From an optimization exercise on the open Yosys and OpenROAD flow, aimed at small area; shortcuts taken in it are not production practice. Only simulation tests tie the RTL to the original design; equivalence was not proved.

## design/flow/config.mk

```make
export PLATFORM = sky130hd
export DESIGN_NAME = fir_sym_filter
export DESIGN_NICKNAME = fir_sym_filter
export VERILOG_FILES = /design/flow/design.v
export SDC_FILE = /design/flow/constraint.sdc
export NUM_CORES = 4
export LEC_CHECK = 0
export CAP_MARGIN = 20
export CORE_MARGIN = 2
export CORE_UTILIZATION = 60
export CTS_BUF_LIST = sky130_fd_sc_hd__clkbuf_4 sky130_fd_sc_hd__clkbuf_8
export CTS_CLUSTER_DIAMETER = 60
export CTS_CLUSTER_SIZE = 20
export PLACE_DENSITY = 0.75
export SLEW_MARGIN = 20
export SYNTH_HIERARCHICAL = 1
export SYNTH_MINIMUM_KEEP_SIZE = 0
```

## design/flow/constraint.sdc

```tcl
create_clock -name core_clock -period 6.5 [get_ports {clk}]
set_input_delay 1.3000 -clock core_clock [delete_from_list [all_inputs] [get_ports {clk}]]
set_output_delay 1.3000 -clock core_clock [all_outputs]
set_load 0.01 [all_outputs]
```

## design/flow/design.v

```verilog
`timescale 1ns/1ps
`default_nettype none
module fir_fa (
    input  logic a,
    input  logic b,
    input  logic c,
    output logic s,
    output logic co
);
    assign s  = a ^ b ^ c;
    assign co = (a & b) | (a & c) | (b & c);
endmodule
`default_nettype wire
`timescale 1ns/1ps
`default_nettype none
module fir_ha (
    input  logic a,
    input  logic b,
    output logic s,
    output logic co
);
    assign s  = a ^ b;
    assign co = a & b;
endmodule
`default_nettype wire
`timescale 1ns/1ps
`default_nettype none
module fir_tap_chain (
    input  logic signed [15:0] x0, x2, x3, x4, x5, x6, x8,
    output logic [15:0] y_lo,      
    output logic        y_c,       
    output logic [12:0] y_hs,      
    output logic [0:0] y_hc       
);
    logic signed [16:0] a, b, c;
    logic [28:0] r0, r1;
    logic a_c1;
    fir_ha u_a_ha0 (.a(x0[0]), .b(x8[0]), .s(a[0]), .co(a_c1));
    logic a_c2;
    fir_fa u_a_fa1 (.a(x0[1]), .b(x8[1]), .c(a_c1), .s(a[1]), .co(a_c2));
    logic a_c3;
    fir_fa u_a_fa2 (.a(x0[2]), .b(x8[2]), .c(a_c2), .s(a[2]), .co(a_c3));
    logic a_c4;
    fir_fa u_a_fa3 (.a(x0[3]), .b(x8[3]), .c(a_c3), .s(a[3]), .co(a_c4));
    logic a_c5;
    fir_ha u_a_ha4 (.a(x0[4]), .b(x8[4]), .s(a[4]), .co(a_c5));
    logic a_c6;
    fir_fa u_a_fa5 (.a(x0[5]), .b(x8[5]), .c(a_c5), .s(a[5]), .co(a_c6));
    logic a_c7;
    fir_fa u_a_fa6 (.a(x0[6]), .b(x8[6]), .c(a_c6), .s(a[6]), .co(a_c7));
    logic a_c8;
    fir_fa u_a_fa7 (.a(x0[7]), .b(x8[7]), .c(a_c7), .s(a[7]), .co(a_c8));
    logic a_c9;
    fir_ha u_a_ha8 (.a(x0[8]), .b(x8[8]), .s(a[8]), .co(a_c9));
    logic a_c10;
    fir_fa u_a_fa9 (.a(x0[9]), .b(x8[9]), .c(a_c9), .s(a[9]), .co(a_c10));
    logic a_c11;
    fir_fa u_a_fa10 (.a(x0[10]), .b(x8[10]), .c(a_c10), .s(a[10]), .co(a_c11));
    logic a_c12;
    fir_fa u_a_fa11 (.a(x0[11]), .b(x8[11]), .c(a_c11), .s(a[11]), .co(a_c12));
    logic a_c13;
    fir_ha u_a_ha12 (.a(x0[12]), .b(x8[12]), .s(a[12]), .co(a_c13));
    logic a_c14;
    fir_fa u_a_fa13 (.a(x0[13]), .b(x8[13]), .c(a_c13), .s(a[13]), .co(a_c14));
    logic a_c15;
    fir_fa u_a_fa14 (.a(x0[14]), .b(x8[14]), .c(a_c14), .s(a[14]), .co(a_c15));
    logic a_c16;
    fir_fa u_a_fa15 (.a(x0[15]), .b(x8[15]), .c(a_c15), .s(a[15]), .co(a_c16));
    assign a[16] = x0[15] ^ x8[15] ^ a_c16;
    logic b_c1;
    fir_ha u_b_ha0 (.a(x2[0]), .b(x6[0]), .s(b[0]), .co(b_c1));
    logic b_c2;
    fir_fa u_b_fa1 (.a(x2[1]), .b(x6[1]), .c(b_c1), .s(b[1]), .co(b_c2));
    logic b_c3;
    fir_fa u_b_fa2 (.a(x2[2]), .b(x6[2]), .c(b_c2), .s(b[2]), .co(b_c3));
    logic b_c4;
    fir_fa u_b_fa3 (.a(x2[3]), .b(x6[3]), .c(b_c3), .s(b[3]), .co(b_c4));
    logic b_c5;
    fir_ha u_b_ha4 (.a(x2[4]), .b(x6[4]), .s(b[4]), .co(b_c5));
    logic b_c6;
    fir_fa u_b_fa5 (.a(x2[5]), .b(x6[5]), .c(b_c5), .s(b[5]), .co(b_c6));
    logic b_c7;
    fir_fa u_b_fa6 (.a(x2[6]), .b(x6[6]), .c(b_c6), .s(b[6]), .co(b_c7));
    logic b_c8;
    fir_fa u_b_fa7 (.a(x2[7]), .b(x6[7]), .c(b_c7), .s(b[7]), .co(b_c8));
    logic b_c9;
    fir_ha u_b_ha8 (.a(x2[8]), .b(x6[8]), .s(b[8]), .co(b_c9));
    logic b_c10;
    fir_fa u_b_fa9 (.a(x2[9]), .b(x6[9]), .c(b_c9), .s(b[9]), .co(b_c10));
    logic b_c11;
    fir_fa u_b_fa10 (.a(x2[10]), .b(x6[10]), .c(b_c10), .s(b[10]), .co(b_c11));
    logic b_c12;
    fir_fa u_b_fa11 (.a(x2[11]), .b(x6[11]), .c(b_c11), .s(b[11]), .co(b_c12));
    logic b_c13;
    fir_ha u_b_ha12 (.a(x2[12]), .b(x6[12]), .s(b[12]), .co(b_c13));
    logic b_c14;
    fir_fa u_b_fa13 (.a(x2[13]), .b(x6[13]), .c(b_c13), .s(b[13]), .co(b_c14));
    logic b_c15;
    fir_fa u_b_fa14 (.a(x2[14]), .b(x6[14]), .c(b_c14), .s(b[14]), .co(b_c15));
    logic b_c16;
    fir_fa u_b_fa15 (.a(x2[15]), .b(x6[15]), .c(b_c15), .s(b[15]), .co(b_c16));
    assign b[16] = x2[15] ^ x6[15] ^ b_c16;
    logic c_c1;
    fir_ha u_c_ha0 (.a(x3[0]), .b(x5[0]), .s(c[0]), .co(c_c1));
    logic c_c2;
    fir_fa u_c_fa1 (.a(x3[1]), .b(x5[1]), .c(c_c1), .s(c[1]), .co(c_c2));
    logic c_c3;
    fir_fa u_c_fa2 (.a(x3[2]), .b(x5[2]), .c(c_c2), .s(c[2]), .co(c_c3));
    logic c_c4;
    fir_fa u_c_fa3 (.a(x3[3]), .b(x5[3]), .c(c_c3), .s(c[3]), .co(c_c4));
    logic c_c5;
    fir_ha u_c_ha4 (.a(x3[4]), .b(x5[4]), .s(c[4]), .co(c_c5));
    logic c_c6;
    fir_fa u_c_fa5 (.a(x3[5]), .b(x5[5]), .c(c_c5), .s(c[5]), .co(c_c6));
    logic c_c7;
    fir_fa u_c_fa6 (.a(x3[6]), .b(x5[6]), .c(c_c6), .s(c[6]), .co(c_c7));
    logic c_c8;
    fir_fa u_c_fa7 (.a(x3[7]), .b(x5[7]), .c(c_c7), .s(c[7]), .co(c_c8));
    logic c_c9;
    fir_ha u_c_ha8 (.a(x3[8]), .b(x5[8]), .s(c[8]), .co(c_c9));
    logic c_c10;
    fir_fa u_c_fa9 (.a(x3[9]), .b(x5[9]), .c(c_c9), .s(c[9]), .co(c_c10));
    logic c_c11;
    fir_fa u_c_fa10 (.a(x3[10]), .b(x5[10]), .c(c_c10), .s(c[10]), .co(c_c11));
    logic c_c12;
    fir_fa u_c_fa11 (.a(x3[11]), .b(x5[11]), .c(c_c11), .s(c[11]), .co(c_c12));
    logic c_c13;
    fir_ha u_c_ha12 (.a(x3[12]), .b(x5[12]), .s(c[12]), .co(c_c13));
    logic c_c14;
    fir_fa u_c_fa13 (.a(x3[13]), .b(x5[13]), .c(c_c13), .s(c[13]), .co(c_c14));
    logic c_c15;
    fir_fa u_c_fa14 (.a(x3[14]), .b(x5[14]), .c(c_c14), .s(c[14]), .co(c_c15));
    logic c_c16;
    fir_fa u_c_fa15 (.a(x3[15]), .b(x5[15]), .c(c_c15), .s(c[15]), .co(c_c16));
    assign c[16] = x3[15] ^ x5[15] ^ c_c16;
    logic hs0, hc0;
    fir_ha u_ha0 (.a(x4[2]), .b(b[4]), .s(hs0), .co(hc0));
    logic fs0, fc0;
    fir_fa u_fa0 (.a(x4[0]), .b(x4[3]), .c(1'b1), .s(fs0), .co(fc0));
    logic fs1, fc1;
    fir_fa u_fa1 (.a(a[4]), .b(a[8]), .c(c[8]), .s(fs1), .co(fc1));
    logic hs1, hc1;
    fir_ha u_ha1 (.a((~b[0])), .b(b[5]), .s(hs1), .co(hc1));
    logic fs2, fc2;
    fir_fa u_fa2 (.a(x4[0]), .b(x4[1]), .c(x4[4]), .s(fs2), .co(fc2));
    logic fs3, fc3;
    fir_fa u_fa3 (.a(1'b1), .b(b[4]), .c(b[8]), .s(fs3), .co(fc3));
    logic fs4, fc4;
    fir_fa u_fa4 (.a(c[0]), .b(a[5]), .c(a[9]), .s(fs4), .co(fc4));
    logic fs5, fc5;
    fir_fa u_fa5 (.a(c[9]), .b(b[6]), .c(b[10]), .s(fs5), .co(fc5));
    logic fs6, fc6;
    fir_fa u_fa6 (.a(x4[1]), .b(x4[2]), .c(x4[5]), .s(fs6), .co(fc6));
    logic fs7, fc7;
    fir_fa u_fa7 (.a(a[8]), .b(c[4]), .c((~c[8])), .s(fs7), .co(fc7));
    logic fs8, fc8;
    fir_fa u_fa8 (.a(b[5]), .b(b[9]), .c(c[1]), .s(fs8), .co(fc8));
    logic fs9, fc9;
    fir_fa u_fa9 (.a(a[6]), .b(a[10]), .c(c[10]), .s(fs9), .co(fc9));
    logic hs2, hc2;
    fir_ha u_ha2 (.a((~b[2])), .b(a_c8), .s(hs2), .co(hc2));
    logic fs10, fc10;
    fir_fa u_fa10 (.a(x4[2]), .b(x4[3]), .c(x4[6]), .s(fs10), .co(fc10));
    logic fs11, fc11;
    fir_fa u_fa11 (.a(1'b1), .b(b[8]), .c(b[12]), .s(fs11), .co(fc11));
    logic fs12, fc12;
    fir_fa u_fa12 (.a(a[9]), .b(c[5]), .c((~c[9])), .s(fs12), .co(fc12));
    logic fs13, fc13;
    fir_fa u_fa13 (.a(b[6]), .b(b[10]), .c(c[2]), .s(fs13), .co(fc13));
    logic fs14, fc14;
    fir_fa u_fa14 (.a(b_c8), .b(b_c12), .c(a[7]), .s(fs14), .co(fc14));
    logic fs15, fc15;
    fir_fa u_fa15 (.a(x4[3]), .b(x4[4]), .c(x4[7]), .s(fs15), .co(fc15));
    logic fs16, fc16;
    fir_fa u_fa16 (.a(a[8]), .b(a[12]), .c(c[12]), .s(fs16), .co(fc16));
    logic fs17, fc17;
    fir_fa u_fa17 (.a((~b[4])), .b(b[9]), .c(b[13]), .s(fs17), .co(fc17));
    logic fs18, fc18;
    fir_fa u_fa18 (.a(a[10]), .b(c[6]), .c((~c[10])), .s(fs18), .co(fc18));
    logic fs19, fc19;
    fir_fa u_fa19 (.a(a_c8), .b(a_c12), .c(c_c12), .s(fs19), .co(fc19));
    logic hs3, hc3;
    fir_ha u_ha3 (.a((~b_c4)), .b(b[7]), .s(hs3), .co(hc3));
    logic fs20, fc20;
    fir_fa u_fa20 (.a(x4[4]), .b(x4[5]), .c(x4[8]), .s(fs20), .co(fc20));
    logic fs21, fc21;
    fir_fa u_fa21 (.a(c[4]), .b(a[9]), .c(a[13]), .s(fs21), .co(fc21));
    logic fs22, fc22;
    fir_fa u_fa22 (.a(c[13]), .b(b[10]), .c(b[14]), .s(fs22), .co(fc22));
    logic fs23, fc23;
    fir_fa u_fa23 (.a(b_c8), .b(b_c12), .c(c_c4), .s(fs23), .co(fc23));
    logic fs24, fc24;
    fir_fa u_fa24 (.a((~b[5])), .b(a[11]), .c(c[7]), .s(fs24), .co(fc24));
    logic fs25, fc25;
    fir_fa u_fa25 (.a(x4[5]), .b(x4[6]), .c(x4[9]), .s(fs25), .co(fc25));
    logic fs26, fc26;
    fir_fa u_fa26 (.a(a[12]), .b(c[8]), .c((~c[12])), .s(fs26), .co(fc26));
    logic fs27, fc27;
    fir_fa u_fa27 (.a(b[9]), .b(b[13]), .c(c[5]), .s(fs27), .co(fc27));
    logic fs28, fc28;
    fir_fa u_fa28 (.a(a[10]), .b(a[14]), .c(c[14]), .s(fs28), .co(fc28));
    logic fs29, fc29;
    fir_fa u_fa29 (.a((~b[6])), .b(a_c12), .c(c_c8), .s(fs29), .co(fc29));
    logic hs4, hc4;
    fir_ha u_ha4 (.a((~c_c12)), .b(b[11]), .s(hs4), .co(hc4));
    logic fs30, fc30;
    fir_fa u_fa30 (.a(x4[6]), .b(x4[7]), .c(x4[10]), .s(fs30), .co(fc30));
    logic fs31, fc31;
    fir_fa u_fa31 (.a(b[12]), .b(a[13]), .c(c[9]), .s(fs31), .co(fc31));
    logic fs32, fc32;
    fir_fa u_fa32 (.a(b[10]), .b(b[14]), .c(c[6]), .s(fs32), .co(fc32));
    logic fs33, fc33;
    fir_fa u_fa33 (.a(b_c12), .b(a[11]), .c(a[15]), .s(fs33), .co(fc33));
    logic hs5, hc5;
    fir_ha u_ha5 (.a((~c[13])), .b((~b[7])), .s(hs5), .co(hc5));
    logic fs34, fc34;
    fir_fa u_fa34 (.a(x4[7]), .b(x4[8]), .c(x4[11]), .s(fs34), .co(fc34));
    logic fs35, fc35;
    fir_fa u_fa35 (.a(a[12]), .b((~b[8])), .c(b[13]), .s(fs35), .co(fc35));
    logic fs36, fc36;
    fir_fa u_fa36 (.a(a[14]), .b(c[10]), .c((~c[14])), .s(fs36), .co(fc36));
    logic fs37, fc37;
    fir_fa u_fa37 (.a(a_c12), .b(b[11]), .c(b[15]), .s(fs37), .co(fc37));
    logic fs38, fc38;
    fir_fa u_fa38 (.a(x4[8]), .b(x4[9]), .c(x4[12]), .s(fs38), .co(fc38));
    logic fs39, fc39;
    fir_fa u_fa39 (.a(1'b1), .b(b[12]), .c(c[8]), .s(fs39), .co(fc39));
    logic fs40, fc40;
    fir_fa u_fa40 (.a(a[13]), .b((~b[9])), .c(b[14]), .s(fs40), .co(fc40));
    logic fs41, fc41;
    fir_fa u_fa41 (.a(x4[9]), .b(x4[10]), .c(x4[13]), .s(fs41), .co(fc41));
    logic hs6, hc6;
    fir_ha u_ha6 (.a(a[0]), .b(a[4]), .s(hs6), .co(hc6));
    logic fs42, fc42;
    fir_fa u_fa42 (.a(x4[0]), .b(b[0]), .c(b[4]), .s(fs42), .co(fc42));
    logic hs7, hc7;
    fir_ha u_ha7 (.a(a[1]), .b(a[5]), .s(hs7), .co(hc7));
    logic fs43, fc43;
    fir_fa u_fa43 (.a((~x4[1])), .b(a[4]), .c(c[0]), .s(fs43), .co(fc43));
    logic fs44, fc44;
    fir_fa u_fa44 (.a((~c[4])), .b(b[1]), .c(b[5]), .s(fs44), .co(fc44));
    logic fs45, fc45;
    fir_fa u_fa45 (.a(a[2]), .b(a[6]), .c(c[6]), .s(fs45), .co(fc45));
    logic fs46, fc46;
    fir_fa u_fa46 (.a(x4[1]), .b(b[8]), .c(hs0), .s(fs46), .co(fc46));
    logic fs47, fc47;
    fir_fa u_fa47 (.a(a[5]), .b(c[1]), .c((~c[5])), .s(fs47), .co(fc47));
    logic fs48, fc48;
    fir_fa u_fa48 (.a(b[2]), .b(b[6]), .c(b_c4), .s(fs48), .co(fc48));
    logic hs8, hc8;
    fir_ha u_ha8 (.a(b_c8), .b(a[3]), .s(hs8), .co(hc8));
    logic fs49, fc49;
    fir_fa u_fa49 (.a(fs0), .b(hc0), .c(b[9]), .s(fs49), .co(fc49));
    logic fs50, fc50;
    fir_fa u_fa50 (.a(fs1), .b(hs1), .c(a[6]), .s(fs50), .co(fc50));
    logic fs51, fc51;
    fir_fa u_fa51 (.a(c[2]), .b(a_c4), .c(a_c8), .s(fs51), .co(fc51));
    logic fs52, fc52;
    fir_fa u_fa52 (.a(c_c8), .b(b[3]), .c(b[7]), .s(fs52), .co(fc52));
    logic fs53, fc53;
    fir_fa u_fa53 (.a(fc0), .b(fs2), .c(fc1), .s(fs53), .co(fc53));
    logic fs54, fc54;
    fir_fa u_fa54 (.a((~b[1])), .b(fs3), .c(hc1), .s(fs54), .co(fc54));
    logic fs55, fc55;
    fir_fa u_fa55 (.a(fs4), .b(b_c4), .c(b_c8), .s(fs55), .co(fc55));
    logic fs56, fc56;
    fir_fa u_fa56 (.a(a[7]), .b(c[3]), .c((~c[7])), .s(fs56), .co(fc56));
    logic fs57, fc57;
    fir_fa u_fa57 (.a(fc2), .b(fs6), .c(fc3), .s(fs57), .co(fc57));
    logic fs58, fc58;
    fir_fa u_fa58 (.a(fs7), .b(fc4), .c(fs8), .s(fs58), .co(fc58));
    logic fs59, fc59;
    fir_fa u_fa59 (.a(c_c4), .b(b[7]), .c(b[11]), .s(fs59), .co(fc59));
    logic fs60, fc60;
    fir_fa u_fa60 (.a(fc5), .b(fs9), .c(hs2), .s(fs60), .co(fc60));
    logic fs61, fc61;
    fir_fa u_fa61 (.a(fc6), .b(fs10), .c(fc7), .s(fs61), .co(fc61));
    logic fs62, fc62;
    fir_fa u_fa62 (.a(fs11), .b(fc8), .c(fs12), .s(fs62), .co(fc62));
    logic fs63, fc63;
    fir_fa u_fa63 (.a(a[11]), .b(c[11]), .c(fc9), .s(fs63), .co(fc63));
    logic fs64, fc64;
    fir_fa u_fa64 (.a((~b[3])), .b(hc2), .c(fs13), .s(fs64), .co(fc64));
    logic fs65, fc65;
    fir_fa u_fa65 (.a(fc10), .b(fs15), .c(fc11), .s(fs65), .co(fc65));
    logic fs66, fc66;
    fir_fa u_fa66 (.a(fs16), .b(fc12), .c(fs17), .s(fs66), .co(fc66));
    logic fs67, fc67;
    fir_fa u_fa67 (.a(b[11]), .b(c[3]), .c(fc13), .s(fs67), .co(fc67));
    logic fs68, fc68;
    fir_fa u_fa68 (.a(fs18), .b(hs3), .c(fs19), .s(fs68), .co(fc68));
    logic fs69, fc69;
    fir_fa u_fa69 (.a(fc15), .b(fs20), .c(fc16), .s(fs69), .co(fc69));
    logic fs70, fc70;
    fir_fa u_fa70 (.a(fs11), .b(fc17), .c(fs21), .s(fs70), .co(fc70));
    logic fs71, fc71;
    fir_fa u_fa71 (.a((~c[11])), .b(fc18), .c(fs22), .s(fs71), .co(fc71));
    logic fs72, fc72;
    fir_fa u_fa72 (.a(hc3), .b(fc19), .c(fs23), .s(fs72), .co(fc72));
    logic fs73, fc73;
    fir_fa u_fa73 (.a(fc20), .b(fs25), .c(fc11), .s(fs73), .co(fc73));
    logic fs74, fc74;
    fir_fa u_fa74 (.a(fs26), .b(fc21), .c(fs27), .s(fs74), .co(fc74));
    logic fs75, fc75;
    fir_fa u_fa75 (.a(b[15]), .b(fc22), .c(fs28), .s(fs75), .co(fc75));
    logic fs76, fc76;
    fir_fa u_fa76 (.a(fc23), .b(hs4), .c(fs29), .s(fs76), .co(fc76));
    logic fs77, fc77;
    fir_fa u_fa77 (.a(fc25), .b(fs30), .c(fc26), .s(fs77), .co(fc77));
    logic fs78, fc78;
    fir_fa u_fa78 (.a(fc27), .b(fs31), .c(c[15]), .s(fs78), .co(fc78));
    logic fs79, fc79;
    fir_fa u_fa79 (.a(fc28), .b(fs32), .c(hc4), .s(fs79), .co(fc79));
    logic fs80, fc80;
    fir_fa u_fa80 (.a(fc29), .b((~b[16])), .c(hs5), .s(fs80), .co(fc80));
    logic fs81, fc81;
    fir_fa u_fa81 (.a(fc30), .b(fs34), .c(fc31), .s(fs81), .co(fc81));
    logic fs82, fc82;
    fir_fa u_fa82 (.a(fs35), .b(c[7]), .c(fc32), .s(fs82), .co(fc82));
    logic fs83, fc83;
    fir_fa u_fa83 (.a(b_c8), .b(a[16]), .c(c[16]), .s(fs83), .co(fc83));
    logic fs84, fc84;
    fir_fa u_fa84 (.a(fs36), .b(hc5), .c(fc33), .s(fs84), .co(fc84));
    logic fs85, fc85;
    fir_fa u_fa85 (.a(fc34), .b(fs38), .c(fs39), .s(fs85), .co(fc85));
    logic fs86, fc86;
    fir_fa u_fa86 (.a(fc35), .b(b_c12), .c(c_c8), .s(fs86), .co(fc86));
    logic fs87, fc87;
    fir_fa u_fa87 (.a(a[15]), .b(c[11]), .c((~c[15])), .s(fs87), .co(fc87));
    logic fs88, fc88;
    fir_fa u_fa88 (.a(fc36), .b(fs40), .c(fc37), .s(fs88), .co(fc88));
    logic fs89, fc89;
    fir_fa u_fa89 (.a(c[12]), .b(fc38), .c(fs41), .s(fs89), .co(fc89));
    logic fs90, fc90;
    fir_fa u_fa90 (.a(fc39), .b(b[13]), .c(c[9]), .s(fs90), .co(fc90));
    logic fs91, fc91;
    fir_fa u_fa91 (.a(a[14]), .b((~b[10])), .c(c_c12), .s(fs91), .co(fc91));
    logic fs92, fc92;
    fir_fa u_fa92 (.a(b[15]), .b(fc40), .c(c[16]), .s(fs92), .co(fc92));
    logic fs93, fc93;
    fir_fa u_fa93 (.a(x4[10]), .b(x4[11]), .c(x4[14]), .s(fs93), .co(fc93));
    logic fs94, fc94;
    fir_fa u_fa94 (.a(1'b1), .b(fc41), .c(c[13]), .s(fs94), .co(fc94));
    logic fs95, fc95;
    fir_fa u_fa95 (.a(b[14]), .b(c[10]), .c(a[15]), .s(fs95), .co(fc95));
    logic fs96, fc96;
    fir_fa u_fa96 (.a(x4[11]), .b(x4[12]), .c(1'b1), .s(fs96), .co(fc96));
    logic fs97, fc97;
    fir_fa u_fa97 (.a(x4[15]), .b(b[12]), .c((~c[14])), .s(fs97), .co(fc97));
    logic fs98, fc98;
    fir_fa u_fa98 (.a(b[0]), .b(b[4]), .c(a[1]), .s(fs98), .co(fc98));
    logic fs99, fc99;
    fir_fa u_fa99 (.a(c[4]), .b(hs6), .c(b[1]), .s(fs99), .co(fc99));
    logic fs100, fc100;
    fir_fa u_fa100 (.a(b[5]), .b(a[2]), .c((~c[2])), .s(fs100), .co(fc100));
    logic fs101, fc101;
    fir_fa u_fa101 (.a(hc6), .b(c[5]), .c(fs42), .s(fs101), .co(fc101));
    logic fs102, fc102;
    fir_fa u_fa102 (.a(hs7), .b(b[2]), .c(b[6]), .s(fs102), .co(fc102));
    logic hs9, hc9;
    fir_ha u_ha9 (.a(b_c4), .b(a[3]), .s(hs9), .co(hc9));
    logic fs103, fc103;
    fir_fa u_fa103 (.a(fc42), .b(fs43), .c(hc7), .s(fs103), .co(fc103));
    logic fs104, fc104;
    fir_fa u_fa104 (.a(fs44), .b(a_c4), .c((~c_c4)), .s(fs104), .co(fc104));
    logic fs105, fc105;
    fir_fa u_fa105 (.a(b[3]), .b(b[7]), .c(fs45), .s(fs105), .co(fc105));
    logic fs106, fc106;
    fir_fa u_fa106 (.a(fc43), .b(fc44), .c(fs46), .s(fs106), .co(fc106));
    logic fs107, fc107;
    fir_fa u_fa107 (.a(fs47), .b(a[7]), .c(c[7]), .s(fs107), .co(fc107));
    logic fs108, fc108;
    fir_fa u_fa108 (.a(fc45), .b(hs8), .c(fs48), .s(fs108), .co(fc108));
    logic fs109, fc109;
    fir_fa u_fa109 (.a(fc46), .b(fc47), .c(fs49), .s(fs109), .co(fc109));
    logic fs110, fc110;
    fir_fa u_fa110 (.a(fs50), .b(hc8), .c(fc48), .s(fs110), .co(fc110));
    logic fs111, fc111;
    fir_fa u_fa111 (.a((~c[6])), .b(fs51), .c(fs52), .s(fs111), .co(fc111));
    logic fs112, fc112;
    fir_fa u_fa112 (.a(fc49), .b(fs53), .c(fs54), .s(fs112), .co(fc112));
    logic fs113, fc113;
    fir_fa u_fa113 (.a(fc50), .b(fs5), .c(fc51), .s(fs113), .co(fc113));
    logic fs114, fc114;
    fir_fa u_fa114 (.a(fs55), .b(fc52), .c(fs56), .s(fs114), .co(fc114));
    logic fs115, fc115;
    fir_fa u_fa115 (.a(fc53), .b(fs57), .c(fc54), .s(fs115), .co(fc115));
    logic fs116, fc116;
    fir_fa u_fa116 (.a((~c_c8)), .b(fc55), .c(fs58), .s(fs116), .co(fc116));
    logic fs117, fc117;
    fir_fa u_fa117 (.a(fc56), .b(fs59), .c(fs60), .s(fs117), .co(fc117));
    logic fs118, fc118;
    fir_fa u_fa118 (.a(fc57), .b(fs61), .c(fc58), .s(fs118), .co(fc118));
    logic fs119, fc119;
    fir_fa u_fa119 (.a(fs62), .b(fc59), .c(fs14), .s(fs119), .co(fc119));
    logic fs120, fc120;
    fir_fa u_fa120 (.a(fs63), .b(fc60), .c(fs64), .s(fs120), .co(fc120));
    logic fs121, fc121;
    fir_fa u_fa121 (.a(fc61), .b(fs65), .c(fc62), .s(fs121), .co(fc121));
    logic fs122, fc122;
    fir_fa u_fa122 (.a(fs66), .b(fc14), .c(fc63), .s(fs122), .co(fc122));
    logic fs123, fc123;
    fir_fa u_fa123 (.a(fs67), .b(fc64), .c(fs68), .s(fs123), .co(fc123));
    logic fs124, fc124;
    fir_fa u_fa124 (.a(fc65), .b(fs69), .c(fc66), .s(fs124), .co(fc124));
    logic fs125, fc125;
    fir_fa u_fa125 (.a(fs70), .b(fc67), .c(fs24), .s(fs125), .co(fc125));
    logic fs126, fc126;
    fir_fa u_fa126 (.a(fs71), .b(fc68), .c(fs72), .s(fs126), .co(fc126));
    logic fs127, fc127;
    fir_fa u_fa127 (.a(fc69), .b(fs73), .c(fc70), .s(fs127), .co(fc127));
    logic fs128, fc128;
    fir_fa u_fa128 (.a(fs74), .b(fc24), .c(fc71), .s(fs128), .co(fc128));
    logic fs129, fc129;
    fir_fa u_fa129 (.a(fs75), .b(fc72), .c(fs76), .s(fs129), .co(fc129));
    logic fs130, fc130;
    fir_fa u_fa130 (.a(fc73), .b(fs77), .c(fc74), .s(fs130), .co(fc130));
    logic fs131, fc131;
    fir_fa u_fa131 (.a(fs33), .b(fs78), .c(fc75), .s(fs131), .co(fc131));
    logic fs132, fc132;
    fir_fa u_fa132 (.a(fs79), .b(fc76), .c(fs80), .s(fs132), .co(fc132));
    logic fs133, fc133;
    fir_fa u_fa133 (.a(fc77), .b(fs81), .c(fc78), .s(fs133), .co(fc133));
    logic fs134, fc134;
    fir_fa u_fa134 (.a(fs37), .b(fs82), .c(fc79), .s(fs134), .co(fc134));
    logic fs135, fc135;
    fir_fa u_fa135 (.a(fc80), .b((~fs83)), .c(fs84), .s(fs135), .co(fc135));
    logic fs136, fc136;
    fir_fa u_fa136 (.a(fs85), .b(fc81), .c(fs86), .s(fs136), .co(fc136));
    logic fs137, fc137;
    fir_fa u_fa137 (.a((~b[16])), .b(fc82), .c(fs87), .s(fs137), .co(fc137));
    logic fs138, fc138;
    fir_fa u_fa138 (.a((~fc83)), .b(fc84), .c(fs88), .s(fs138), .co(fc138));
    logic fs139, fc139;
    fir_fa u_fa139 (.a(fs89), .b(fc85), .c(fs90), .s(fs139), .co(fc139));
    logic fs140, fc140;
    fir_fa u_fa140 (.a(fc86), .b((~a[16])), .c(fs91), .s(fs140), .co(fc140));
    logic fs141, fc141;
    fir_fa u_fa141 (.a(fc87), .b(fc88), .c(fs92), .s(fs141), .co(fc141));
    logic fs142, fc142;
    fir_fa u_fa142 (.a(fs93), .b(fc89), .c(fc90), .s(fs142), .co(fc142));
    logic fs143, fc143;
    fir_fa u_fa143 (.a(fs94), .b((~b[11])), .c(fc91), .s(fs143), .co(fc143));
    logic fs144, fc144;
    fir_fa u_fa144 (.a((~b[16])), .b(fs95), .c(fc92), .s(fs144), .co(fc144));
    logic fs145, fc145;
    fir_fa u_fa145 (.a(fc93), .b(fs96), .c(fc94), .s(fs145), .co(fc145));
    logic fs146, fc146;
    fir_fa u_fa146 (.a((~b_c12)), .b(b[15]), .c(c[11]), .s(fs146), .co(fc146));
    logic fs147, fc147;
    fir_fa u_fa147 (.a(fs97), .b(a[16]), .c((~fc95)), .s(fs147), .co(fc147));
    logic fs148, fc148;
    fir_fa u_fa148 (.a(x4[12]), .b(x4[13]), .c(c[12]), .s(fs148), .co(fc148));
    logic fs149, fc149;
    fir_fa u_fa149 (.a(fc96), .b((~b[13])), .c(c_c12), .s(fs149), .co(fc149));
    logic fs150, fc150;
    fir_fa u_fa150 (.a((~c[15])), .b(fc97), .c(b[16]), .s(fs150), .co(fc150));
    logic fs151, fc151;
    fir_fa u_fa151 (.a(x4[13]), .b(x4[14]), .c(1'b1), .s(fs151), .co(fc151));
    logic hs10, hc10;
    fir_ha u_ha10 (.a(c[13]), .b((~b[14])), .s(hs10), .co(hc10));
    logic hs11, hc11;
    fir_ha u_ha11 (.a(x4[14]), .b((~x4[15])), .s(hs11), .co(hc11));
    logic fs152, fc152;
    fir_fa u_fa152 (.a(a[0]), .b((~c[0])), .c(b[1]), .s(fs152), .co(fc152));
    logic hs12, hc12;
    fir_ha u_ha12 (.a(a[2]), .b(c[2]), .s(hs12), .co(hc12));
    logic fs153, fc153;
    fir_fa u_fa153 (.a((~c[1])), .b(b[2]), .c(fs98), .s(fs153), .co(fc153));
    logic fs154, fc154;
    fir_fa u_fa154 (.a(b_c4), .b(a[3]), .c(c[3]), .s(fs154), .co(fc154));
    logic fs155, fc155;
    fir_fa u_fa155 (.a(fc98), .b(fs99), .c(a_c4), .s(fs155), .co(fc155));
    logic fs156, fc156;
    fir_fa u_fa156 (.a(c_c4), .b(b[3]), .c(fs100), .s(fs156), .co(fc156));
    logic fs157, fc157;
    fir_fa u_fa157 (.a(fc99), .b(fs101), .c((~c[3])), .s(fs157), .co(fc157));
    logic fs158, fc158;
    fir_fa u_fa158 (.a(fc100), .b(fs102), .c(hs9), .s(fs158), .co(fc158));
    logic fs159, fc159;
    fir_fa u_fa159 (.a(fc101), .b(fs103), .c(fc102), .s(fs159), .co(fc159));
    logic fs160, fc160;
    fir_fa u_fa160 (.a(hc9), .b(fs104), .c(fs105), .s(fs160), .co(fc160));
    logic fs161, fc161;
    fir_fa u_fa161 (.a(fc103), .b(fs106), .c(fc104), .s(fs161), .co(fc161));
    logic fs162, fc162;
    fir_fa u_fa162 (.a(fs107), .b(fc105), .c(fs108), .s(fs162), .co(fc162));
    logic fs163, fc163;
    fir_fa u_fa163 (.a(fc106), .b(fs109), .c(fc107), .s(fs163), .co(fc163));
    logic fs164, fc164;
    fir_fa u_fa164 (.a(fs110), .b(fc108), .c(fs111), .s(fs164), .co(fc164));
    logic fs165, fc165;
    fir_fa u_fa165 (.a(fc109), .b(fs112), .c(fc110), .s(fs165), .co(fc165));
    logic fs166, fc166;
    fir_fa u_fa166 (.a(fs113), .b(fc111), .c(fs114), .s(fs166), .co(fc166));
    logic fs167, fc167;
    fir_fa u_fa167 (.a(fs115), .b(fc112), .c(fc113), .s(fs167), .co(fc167));
    logic fs168, fc168;
    fir_fa u_fa168 (.a(fs116), .b(fc114), .c(fs117), .s(fs168), .co(fc168));
    logic fs169, fc169;
    fir_fa u_fa169 (.a(fc115), .b(fs118), .c(fc116), .s(fs169), .co(fc169));
    logic fs170, fc170;
    fir_fa u_fa170 (.a(fs119), .b(fc117), .c(fs120), .s(fs170), .co(fc170));
    logic fs171, fc171;
    fir_fa u_fa171 (.a(fc118), .b(fs121), .c(fs122), .s(fs171), .co(fc171));
    logic fs172, fc172;
    fir_fa u_fa172 (.a(fc119), .b(fc120), .c(fs123), .s(fs172), .co(fc172));
    logic fs173, fc173;
    fir_fa u_fa173 (.a(fc121), .b(fs124), .c(fc122), .s(fs173), .co(fc173));
    logic fs174, fc174;
    fir_fa u_fa174 (.a(fs125), .b(fc123), .c(fs126), .s(fs174), .co(fc174));
    logic fs175, fc175;
    fir_fa u_fa175 (.a(fc124), .b(fs127), .c(fc125), .s(fs175), .co(fc175));
    logic fs176, fc176;
    fir_fa u_fa176 (.a(fs128), .b(fc126), .c(fs129), .s(fs176), .co(fc176));
    logic fs177, fc177;
    fir_fa u_fa177 (.a(fc127), .b(fs130), .c(fc128), .s(fs177), .co(fc177));
    logic fs178, fc178;
    fir_fa u_fa178 (.a(fs131), .b(fc129), .c(fs132), .s(fs178), .co(fc178));
    logic fs179, fc179;
    fir_fa u_fa179 (.a(fc130), .b(fs133), .c(fc131), .s(fs179), .co(fc179));
    logic fs180, fc180;
    fir_fa u_fa180 (.a(fs134), .b(fc132), .c(fs135), .s(fs180), .co(fc180));
    logic fs181, fc181;
    fir_fa u_fa181 (.a(fc133), .b(fs136), .c(fc134), .s(fs181), .co(fc181));
    logic fs182, fc182;
    fir_fa u_fa182 (.a(fs137), .b(fc135), .c(fs138), .s(fs182), .co(fc182));
    logic fs183, fc183;
    fir_fa u_fa183 (.a(fs139), .b(fc136), .c(fs140), .s(fs183), .co(fc183));
    logic fs184, fc184;
    fir_fa u_fa184 (.a(fc137), .b(fc138), .c(fs141), .s(fs184), .co(fc184));
    logic fs185, fc185;
    fir_fa u_fa185 (.a(fs142), .b(fc139), .c(fs143), .s(fs185), .co(fc185));
    logic fs186, fc186;
    fir_fa u_fa186 (.a(fc140), .b(fs144), .c(fc141), .s(fs186), .co(fc186));
    logic fs187, fc187;
    fir_fa u_fa187 (.a(fc142), .b(fs145), .c(fs146), .s(fs187), .co(fc187));
    logic fs188, fc188;
    fir_fa u_fa188 (.a(fc143), .b((~fs147)), .c(fc144), .s(fs188), .co(fc188));
    logic fs189, fc189;
    fir_fa u_fa189 (.a(fs148), .b(fc145), .c(fs149), .s(fs189), .co(fc189));
    logic fs190, fc190;
    fir_fa u_fa190 (.a((~fc146)), .b(fc147), .c(fs150), .s(fs190), .co(fc190));
    logic fs191, fc191;
    fir_fa u_fa191 (.a(fs151), .b(fc148), .c(hs10), .s(fs191), .co(fc191));
    logic fs192, fc192;
    fir_fa u_fa192 (.a((~fc149)), .b(c[16]), .c(fc150), .s(fs192), .co(fc192));
    logic fs193, fc193;
    fir_fa u_fa193 (.a(1'b1), .b(fc151), .c(hs11), .s(fs193), .co(fc193));
    logic fs194, fc194;
    fir_fa u_fa194 (.a(c[14]), .b(hc10), .c((~b[15])), .s(fs194), .co(fc194));
    logic fs195, fc195;
    fir_fa u_fa195 (.a((~x4[15])), .b(hc11), .c(c[15]), .s(fs195), .co(fc195));
    logic fs196, fc196;
    fir_fa u_fa196 (.a((~b[0])), .b(a[1]), .c(c[1]), .s(fs196), .co(fc196));
    logic fs197, fc197;
    fir_fa u_fa197 (.a(b[0]), .b(fs152), .c(hs12), .s(fs197), .co(fc197));
    logic fs198, fc198;
    fir_fa u_fa198 (.a(fc152), .b(hc12), .c(fs153), .s(fs198), .co(fc198));
    logic fs199, fc199;
    fir_fa u_fa199 (.a(fc153), .b(fs155), .c(fc154), .s(fs199), .co(fc199));
    logic fs200, fc200;
    fir_fa u_fa200 (.a(fc155), .b(fs157), .c(fc156), .s(fs200), .co(fc200));
    logic fs201, fc201;
    fir_fa u_fa201 (.a(fc157), .b(fs159), .c(fc158), .s(fs201), .co(fc201));
    logic fs202, fc202;
    fir_fa u_fa202 (.a(fc159), .b(fs161), .c(fc160), .s(fs202), .co(fc202));
    logic fs203, fc203;
    fir_fa u_fa203 (.a(fc161), .b(fs163), .c(fc162), .s(fs203), .co(fc203));
    logic fs204, fc204;
    fir_fa u_fa204 (.a(fc163), .b(fs165), .c(fc164), .s(fs204), .co(fc204));
    logic fs205, fc205;
    fir_fa u_fa205 (.a(fc165), .b(fs167), .c(fc166), .s(fs205), .co(fc205));
    logic fs206, fc206;
    fir_fa u_fa206 (.a(fc167), .b(fs169), .c(fc168), .s(fs206), .co(fc206));
    logic fs207, fc207;
    fir_fa u_fa207 (.a(fc169), .b(fs171), .c(fc170), .s(fs207), .co(fc207));
    logic fs208, fc208;
    fir_fa u_fa208 (.a(fs173), .b(fc171), .c(fc172), .s(fs208), .co(fc208));
    logic fs209, fc209;
    fir_fa u_fa209 (.a(fc173), .b(fs175), .c(fc174), .s(fs209), .co(fc209));
    logic fs210, fc210;
    fir_fa u_fa210 (.a(fc175), .b(fs177), .c(fc176), .s(fs210), .co(fc210));
    logic fs211, fc211;
    fir_fa u_fa211 (.a(fc177), .b(fs179), .c(fc178), .s(fs211), .co(fc211));
    logic fs212, fc212;
    fir_fa u_fa212 (.a(fc179), .b(fs181), .c(fc180), .s(fs212), .co(fc212));
    logic fs213, fc213;
    fir_fa u_fa213 (.a(fc181), .b(fs183), .c(fc182), .s(fs213), .co(fc213));
    logic fs214, fc214;
    fir_fa u_fa214 (.a(fs185), .b(fc183), .c(fs186), .s(fs214), .co(fc214));
    logic fs215, fc215;
    fir_fa u_fa215 (.a(fs187), .b(fc185), .c(fs188), .s(fs215), .co(fc215));
    logic fs216, fc216;
    fir_fa u_fa216 (.a(fs189), .b(fc187), .c((~fs190)), .s(fs216), .co(fc216));
    logic fs217, fc217;
    fir_fa u_fa217 (.a(fs191), .b(fc189), .c((~fs192)), .s(fs217), .co(fc217));
    logic fs218, fc218;
    fir_fa u_fa218 (.a(fs193), .b(fc191), .c(fs194), .s(fs218), .co(fc218));
    logic fs219, fc219;
    fir_fa u_fa219 (.a(fc193), .b(b[16]), .c(fc194), .s(fs219), .co(fc219));
    logic hs13, hc13;
    fir_ha u_ha13 (.a(c[0]), .b((~a[0])), .s(hs13), .co(hc13));
    logic fs220, fc220;
    fir_fa u_fa220 (.a(a[0]), .b(b[2]), .c(fs196), .s(fs220), .co(fc220));
    logic fs221, fc221;
    fir_fa u_fa221 (.a(fc196), .b(b[3]), .c(fs197), .s(fs221), .co(fc221));
    logic fs222, fc222;
    fir_fa u_fa222 (.a(fc197), .b(fs154), .c(fs198), .s(fs222), .co(fc222));
    logic fs223, fc223;
    fir_fa u_fa223 (.a(fc198), .b(fs156), .c(fs199), .s(fs223), .co(fc223));
    logic fs224, fc224;
    fir_fa u_fa224 (.a(fc199), .b(fs158), .c(fs200), .s(fs224), .co(fc224));
    logic fs225, fc225;
    fir_fa u_fa225 (.a(fc200), .b(fs160), .c(fs201), .s(fs225), .co(fc225));
    logic fs226, fc226;
    fir_fa u_fa226 (.a(fc201), .b(fs162), .c(fs202), .s(fs226), .co(fc226));
    logic fs227, fc227;
    fir_fa u_fa227 (.a(fc202), .b(fs164), .c(fs203), .s(fs227), .co(fc227));
    logic fs228, fc228;
    fir_fa u_fa228 (.a(fs166), .b(fc203), .c(fs204), .s(fs228), .co(fc228));
    logic fs229, fc229;
    fir_fa u_fa229 (.a(fs168), .b(fc204), .c(fs205), .s(fs229), .co(fc229));
    logic fs230, fc230;
    fir_fa u_fa230 (.a(fs170), .b(fc205), .c(fs206), .s(fs230), .co(fc230));
    logic fs231, fc231;
    fir_fa u_fa231 (.a(fs172), .b(fc206), .c(fs207), .s(fs231), .co(fc231));
    logic fs232, fc232;
    fir_fa u_fa232 (.a(fs174), .b(fc207), .c(fs208), .s(fs232), .co(fc232));
    logic fs233, fc233;
    fir_fa u_fa233 (.a(fs176), .b(fc208), .c(fs209), .s(fs233), .co(fc233));
    logic fs234, fc234;
    fir_fa u_fa234 (.a(fs178), .b(fc209), .c(fs210), .s(fs234), .co(fc234));
    logic fs235, fc235;
    fir_fa u_fa235 (.a(fs180), .b(fc210), .c(fs211), .s(fs235), .co(fc235));
    logic fs236, fc236;
    fir_fa u_fa236 (.a(fs182), .b(fc211), .c(fs212), .s(fs236), .co(fc236));
    logic fs237, fc237;
    fir_fa u_fa237 (.a(fs184), .b(fc212), .c(fs213), .s(fs237), .co(fc237));
    logic fs238, fc238;
    fir_fa u_fa238 (.a(fc184), .b(fc213), .c(fs214), .s(fs238), .co(fc238));
    logic fs239, fc239;
    fir_fa u_fa239 (.a(fc186), .b(fs215), .c(fc214), .s(fs239), .co(fc239));
    logic fs240, fc240;
    fir_fa u_fa240 (.a(fc188), .b(fs216), .c(fc215), .s(fs240), .co(fc240));
    logic fs241, fc241;
    fir_fa u_fa241 (.a((~fc190)), .b(fs217), .c(fc216), .s(fs241), .co(fc241));
    logic fs242, fc242;
    fir_fa u_fa242 (.a(fs218), .b((~fc192)), .c(fc217), .s(fs242), .co(fc242));
    logic fs243, fc243;
    fir_fa u_fa243 (.a(fs195), .b(fs219), .c(fc218), .s(fs243), .co(fc243));
    logic fs244, fc244;
    fir_fa u_fa244 (.a(fc195), .b(c[16]), .c(fc219), .s(fs244), .co(fc244));
    assign r0 = {1'b1, ~c[16], fs244, fs243, fs242, fs241, fs240, fs239, fs238, fs237, fs236, fs235, fs234, fs233, fs232, fs231, fs230, fs229, fs228, fs227, fs226, fs225, fs224, fs223, fs222, fs221, fs220, b[1], b[0]};
    assign r1 = {1'b0, fc244, fc243, fc242, fc241, fc240, fc239, fc238, fc237, fc236, fc235, fc234, fc233, fc232, fc231, fc230, fc229, fc228, fc227, fc226, fc225, fc224, fc223, fc222, fc221, fc220, hc13, hs13, 1'b0};
    assign {y_c, y_lo} = 17'(r0[15:0]) + 17'(r1[15:0]);
    assign {y_hc[0], y_hs[5:0]} = 7'(r0[21:16]) + 7'(r1[21:16]);
    assign y_hs[12:6] = r0[28:22] + r1[28:22];
endmodule
`default_nettype wire
`timescale 1ns/1ps
`default_nettype none
module fir_fold_line #(
    parameter int              LINE_LEN = 16,
    parameter logic [15:0]     INV_MASK = 16'hE3FF
) (
    input  logic                       clk,
    input  logic                       step,
    input  logic                       warm8,
    input  logic signed [15:0]         head,
    output logic [LINE_LEN*16-1:0]     line
);
    logic [15:0] line_q [LINE_LEN];
    always_ff @(posedge clk) begin
        if (step) begin
            line_q[0] <= INV_MASK[0] ? ~head : head;
            for (int i = 1; i < LINE_LEN; i++) begin
                if (i == 8 && !warm8)
                    line_q[i] <= INV_MASK[i] ? 16'hFFFF : 16'h0000;
                else if (INV_MASK[i] != INV_MASK[i-1])
                    line_q[i] <= ~line_q[i-1];
                else
                    line_q[i] <= line_q[i-1];
            end
        end
    end
    for (genvar i = 0; i < LINE_LEN; i++) begin : g_out
        assign line[i*16 +: 16] = line_q[i];
    end
endmodule
`default_nettype wire
`timescale 1ns/1ps
`default_nettype none
module fir_flush_ctrl (
    input  logic clk,
    input  logic rst,
    input  logic in_valid,
    input  logic in_last,
    output logic step,
    output logic flushing,
    output logic warm8,        
    output logic out_valid,
    output logic out_last
);
    logic [3:0] flush_cnt;     
    logic [3:0] warm_cnt;      
    logic       flush_end_q;   
    assign step  = in_valid | flushing;
    assign warm8 = warm_cnt[3];
    always_ff @(posedge clk) begin
        if (rst) begin
            flushing  <= 1'b0;
            flush_cnt <= '0;
        end else if (flushing) begin
            flush_cnt <= flush_cnt + 1'b1;
            if (&flush_cnt) flushing <= 1'b0;
        end else if (in_valid && in_last) begin
            flushing <= 1'b1;
        end
    end
    always_ff @(posedge clk) begin
        if (rst) begin
            warm_cnt <= '0;
        end else if (step && !(warm_cnt[3] && warm_cnt[0])) begin
            warm_cnt <= warm_cnt + 1'b1;
        end
    end
    assign out_valid = step & warm_cnt[3] & warm_cnt[0];
    always_ff @(posedge clk) begin
        if (rst) begin
            flush_end_q <= 1'b0;
            out_last    <= 1'b0;
        end else begin
            flush_end_q <= flushing & (&flush_cnt);
            out_last    <= flush_end_q;
        end
    end
endmodule
`default_nettype wire
`timescale 1ns/1ps
`default_nettype none
module fir_sym_filter (
    input  logic               clk,
    input  logic               rst,
    input  logic               in_valid,
    input  logic               in_last,
    input  logic signed [15:0] in_sample,
    output logic               out_valid,
    output logic               out_last,
    output logic signed [31:0] out_sample
);
    logic               step;
    logic               flushing;
    logic               warm8;
    logic signed [15:0] head;
    logic [255:0]       line;
    logic [15:0]        y_lo, y_lo_q;       
    logic               y_c, y_c_q;         
    logic [12:0]        y_hs, y_hs_q;       
    logic [0:0]         y_hc, y_hc_q;       
    logic [28:0]        y_sum;
    fir_flush_ctrl u_ctrl (
        .clk       (clk),
        .rst       (rst),
        .in_valid  (in_valid),
        .in_last   (in_last),
        .step      (step),
        .flushing  (flushing),
        .warm8     (warm8),
        .out_valid (out_valid),
        .out_last  (out_last)
    );
    assign head = (in_valid && !flushing) ? in_sample : '0;
    fir_fold_line #(.LINE_LEN(16)) u_line (
        .clk   (clk),
        .step  (step),
        .warm8 (warm8),
        .head  (head),
        .line  (line)
    );
    fir_tap_chain u_sum (
        .x0 (line[7*16  +: 16]),
        .x2 (line[9*16  +: 16]),
        .x3 (line[10*16 +: 16]),
        .x4 (line[11*16 +: 16]),
        .x5 (line[12*16 +: 16]),
        .x6 (line[13*16 +: 16]),
        .x8 (line[15*16 +: 16]),
        .y_lo (y_lo),
        .y_c  (y_c),
        .y_hs (y_hs),
        .y_hc (y_hc)
    );
    always_ff @(posedge clk) begin
        if (step) begin
            y_lo_q <= y_lo;
            y_c_q  <= y_c;
            y_hs_q <= y_hs;
            y_hc_q <= y_hc;
        end
    end
    assign y_sum      = {y_hs_q + 13'(y_c_q) + {6'd0, y_hc_q, 6'd0}, y_lo_q};
    assign out_sample = {{3{y_sum[28]}}, y_sum};
endmodule
`default_nettype wire
```

## design/flow/flow/run.sh

```bash
#!/bin/bash
# The standard layout (standard.sh), with two changes made through
# ORFS's own variables:
#  - the port buffers are the smallest buffer, sky130_fd_sc_hd__buf_1
#    (every input and output port still gets one);
#  - clock tree synthesis inserts no dummy loads, and uses clkbuf_2/clkbuf_4
#    with clusters of up to 12 sinks within 40 um.
# Each tool's full output stays in ORFS's log folder; standard.sh's own
# output goes to standard.log.
export BUFFER_PORTS_ARGS="-buffer_cell sky130_fd_sc_hd__buf_1"
export CTS_ARGS="-sink_clustering_enable -repair_clock_nets -dont_use_dummy_load -buf_list {sky130_fd_sc_hd__clkbuf_2 sky130_fd_sc_hd__clkbuf_4} -sink_clustering_size 12 -sink_clustering_max_diameter 40"
bash standard.sh > standard.log 2>&1
status=$?
cp standard.sh standard_sh_copy.log 2>/dev/null
exit $status
```

## design/flow/standard.sh

```bash
#!/bin/bash
# synth_recipe.tcl (not shown) runs the flow's synth.tcl, then flattens the netlist and writes it again
# the make line also repeats each setting of config.mk as NAME=value (left out here)
make -C /OpenROAD-flow-scripts/flow DESIGN_CONFIG=/design/flow/config.mk WORK_HOME=/design/flow/orfs CLKGATE_MAP_FILE= SYNTH_SCRIPT=/design/flow/synth_recipe.tcl "${@:-finish}"
```

==> metrics.md <==
| Metric | Value |
|---|---|
| Worst Setup End Kind | register |
| Final estimated routing congestion in global placement | 0.877 |
| Register area | 0.00884 mm2 |
| Drt drc | 0 |
| Gr usage total | 0.206 |
| Ys async rst share | 0 |
| Max-cap check violation count | 0 |
| XOR/XNOR Fraction of Synth Area | 0.0180 |
| Critical Path Start Type | register |
| Die Width | 172 um |
| Hold Path Depth | 0 |
| Global-route wire length before repair | 44900 um |
| Cell variety after synth | 49 |
| Actual slew at the worst max-slew pin | 1.02 ns |
| Setup Crit Path Kind | reg2reg |
| FMAX | 0.160 GHz |
| DR iter-0 viols | 503 |
| Via count | 7715 |
| Core Box Area | 0.0279 mm2 |
| GRT Residual Overflow | 0 |
| Number of synthesized flops with an enable pin | 287 |
| Inserted Clock Buffers | 38 |
| Fin util | 0.650 |
| Endpoints failing setup | 0 |
| Clock period minus worst slack | 6.26 ns |
| Clock latency on the worst-skew pair | 0.68 ns |
| Fin. Hold Viols | 0 |
| R2R depth | 17 |
| # clock sinks | slightly below 300 |
| Syn_area_per_cell | 17.7 um2 |
| Starting Density | 0.611 |
| Clock buffer depth | 3 |
| CTS root buffer | clkbuf_4 |
| Period utilization | 0.963 |
| Vias per inst | 5.34 |
| Placed insts | 1404 |
| Synth area leaders | edfxtp_1, fa_1, ha_1 |
| Cell taking the most area after synthesis | edfxtp_1 |
| Seq/Total Area, Yosys | 0.519 |
| Cells after Synth | 960 |
| Worst EP required | slightly below 7 ns |
| FF+latch count, synth | 298 |
| Most frequent cells in the layout | edfxtp_1, fa_1, inv_1 |
| Filler cell count | 1939 |
| Largest family of logic cells by synthesized area | adder cells |
| Clock Skews | ~0.14 ns |
| Max_slew headroom | 0.317 |
| Dpl ws | 0.276 ns |
| Worst hold path class | reg2reg |
| Share of the synthesized area in the top cell type | 0.506 |
| Compound-Gate Fraction of Synth Area | 0.0255 |
| Layout Area Growth over Synthesis | 6.28% |
| Post-Layout Cell Count | 1444 |
| Slew Limit Fails | 0 |
| Port bufs | 53 |
| Minimum hold slack | 0.369 ns |
| Outcome | no timing/DRC/antenna violations |
| Pin count of the biggest net entering global routing | 88 |
| CTS tree | built |
| Synth Warn # | 10 |
| Crit-path max FO | 6 |
| Initial antenna violation count | 1 |
| Setup ws final | approximately 0.24 ns |
| Layout Nets | 1429 |
| Dpl hpwl | 22000 um |
| Boundary Pins | between 50 and 60 |
| Die area | 0.0298 mm2 |
| Antenna-violating nets left | 0 |
| Post-synthesis mux area share | 0.00118 |
| Die Y | approximately 170 um |
| Vias in the first global route | 8515 |
| Area occupied by multi-input gates | 0.00776 mm2 |
| Average wire per standard cell | around 20 um |
| Cell row count | 61 |
| Layout cells sized above 1 | 0.0667 |
| Drt pass-1 iters | 5 |
| Post-Synth Simple-Gate Area | 0.0314 |
| # H-tree levels | 2 |
| Critical path data arrival time | 6.56 ns |
| Most used DFF post-synth | edfxtp_1 |
| Register clock-pin slew on the reported worst setup and hold paths | 0.10 ns |
| Most common cell after layout, fill and taps aside | edfxtp_1 |
| Fraction of the mapped netlist area in adder cells | 0.376 |
| CTS Hold Buffers Added | 0 |
| Final WL | between 20000 and 30000 um |
| Synthesized area | 0.0170 mm2 |
[area by class of cell]
type,count,area share
Tap cell,378,0.0261
Antenna cell,1,0.000138
Clock buffer,38,0.0158
Timing Repair Buffer,70,0.0180
Sequential cell,298,0.488
Multi-Input combinational cell,549,0.429
Inverter,110,0.0228
[what timing repair did]
item	in CTS	in global routing
endpoints found under the setup margin	0	6
gates resized for setup	0	7
buffers inserted	0	1
[per-module statistics from Yosys (local to each module, per instance), a selection]
module / times used / cell area, um2 / cells inside / flops+latches
fir_tap_chain: 1 / 1280 / 189 / 0
fir_ha: 26 / 12.5 / 1 / 0
fir_flush_ctrl: 1 / 459 / 46 / 11
fir_fa: 281 / 20.0 / 1 / 0
fir_sym_filter: 1 / 1370 / 97 / 31
[metal layers]
layer,part of all wire,track usage
met2,0.49,0.342
met4,0.019,0.0519
met5,0,0
met1,0.44,0.293
met3,0.042,0.0316
[through the flow]
stage | setup TNS [ns] | instance area (um2)
after floorplan | 0 | 17100
after global placement | 0 | 17800
after detailed placement | 0 | 17800
after CTS | 0 | 18100
after global routing | -0.00134 | 18100
final | 0 | 18100
[critical path: stages, from the launching register on]
cell	delay, ns
edfxtp_1	0.43
ha_1	0.23
fa_1	0.40
fa_1	0.41
fa_2	0.68
buf_4	0.17
fa_1	0.42
fa_1	0.47
fa_1	0.40
fa_1	0.51
fa_1	0.42
ha_1	0.39
nand2_1	0.07
nor2_1	0.25
o211ai_2	0.18
a21boi_2	0.25
nor2_1	0.08
xnor2_1	0.13
[final timing paths]
path / to / slack, ns / from
worst max-delay path: y_lo_q[12] / 0.24 / u_line.line_q[9][4]
worst min-delay path: u_line.line_q[1][2] / 0.37 / u_line.line_q[0][2]
worst max register to register: y_lo_q[12] / 0.24 / u_line.line_q[9][4]
worst min register to register: u_line.line_q[1][2] / 0.37 / u_line.line_q[0][2]
[registers in the layout (all words and copies together), names as in the netlist]
| register | cells |
|---|---|
| u_ctrl.flush_end_q | 1 |
| y_hs_q | 13 |
| u_ctrl.flush_cnt | 4 |
| u_ctrl.warm_cnt | 4 |
| u_line.line_q | 256 |
| u_ctrl.flushing | 1 |
| y_hc_q | 1 |
| y_c_q | 1 |
| y_lo_q | 16 |
| u_ctrl.out_last | 1 |
[logic make-up after synthesis]
logic type | after synthesis
and+or+nand+nor | 99
other | 1
xor gates and xnor gates | 35
DFF | 298
muxes | 2
adders and majority gates | 342
AOI/OAI and AO/OA | 63
buffers and inverters | 120
[synthesized netlist by cell type, drive strengths merged (2+ instances only)]
| cell | instances |
|---|---|
| a211oi | 2 |
| a21o | 5 |
| a21oi | 22 |
| and2 | 16 |
| and4 | 2 |
| buf | 8 |
| clkbuf | 2 |
| dfxtp | 11 |
| edfxtp | 287 |
| fa | 284 |
| ha | 58 |
| inv | 110 |
| mux2i | 2 |
| nand2 | 17 |
| nand2b | 15 |
| nand3 | 7 |
| nand4 | 4 |
| nor2 | 18 |
| nor2b | 5 |
| nor3 | 5 |
| o211ai | 5 |
| o21a | 4 |
| o21ai | 9 |
| o21bai | 5 |
| o22ai | 2 |
| or2 | 3 |
| or2b | 5 |
| xnor2 | 24 |
| xor2 | 11 |

[what the ideal ports hide]
The flow's constraints put no driver on any port. The routed layout listed below was extracted and timed again, unchanged, in two steps.
Step 1 assumes that a clkbuf_16 drives the clock port and a buf_2 every other input.
Step 2 times the ports against the registers' clock, not the clock port: input delays grow and output delays shrink by t, the midpoint of the rising clock arrivals with the driver on.
a / b / c = no drivers / after step 1 / after step 2; a / b = the first two.
t (ns): 0.655
setup slack, ns: 0.239 / 0.239 / 0.239
worst setup path at the end: register to register
After both steps setup and hold are still met in this run. The setup slack of this run moves by 0.000 ns with the drivers and by 0.000 ns with both steps.
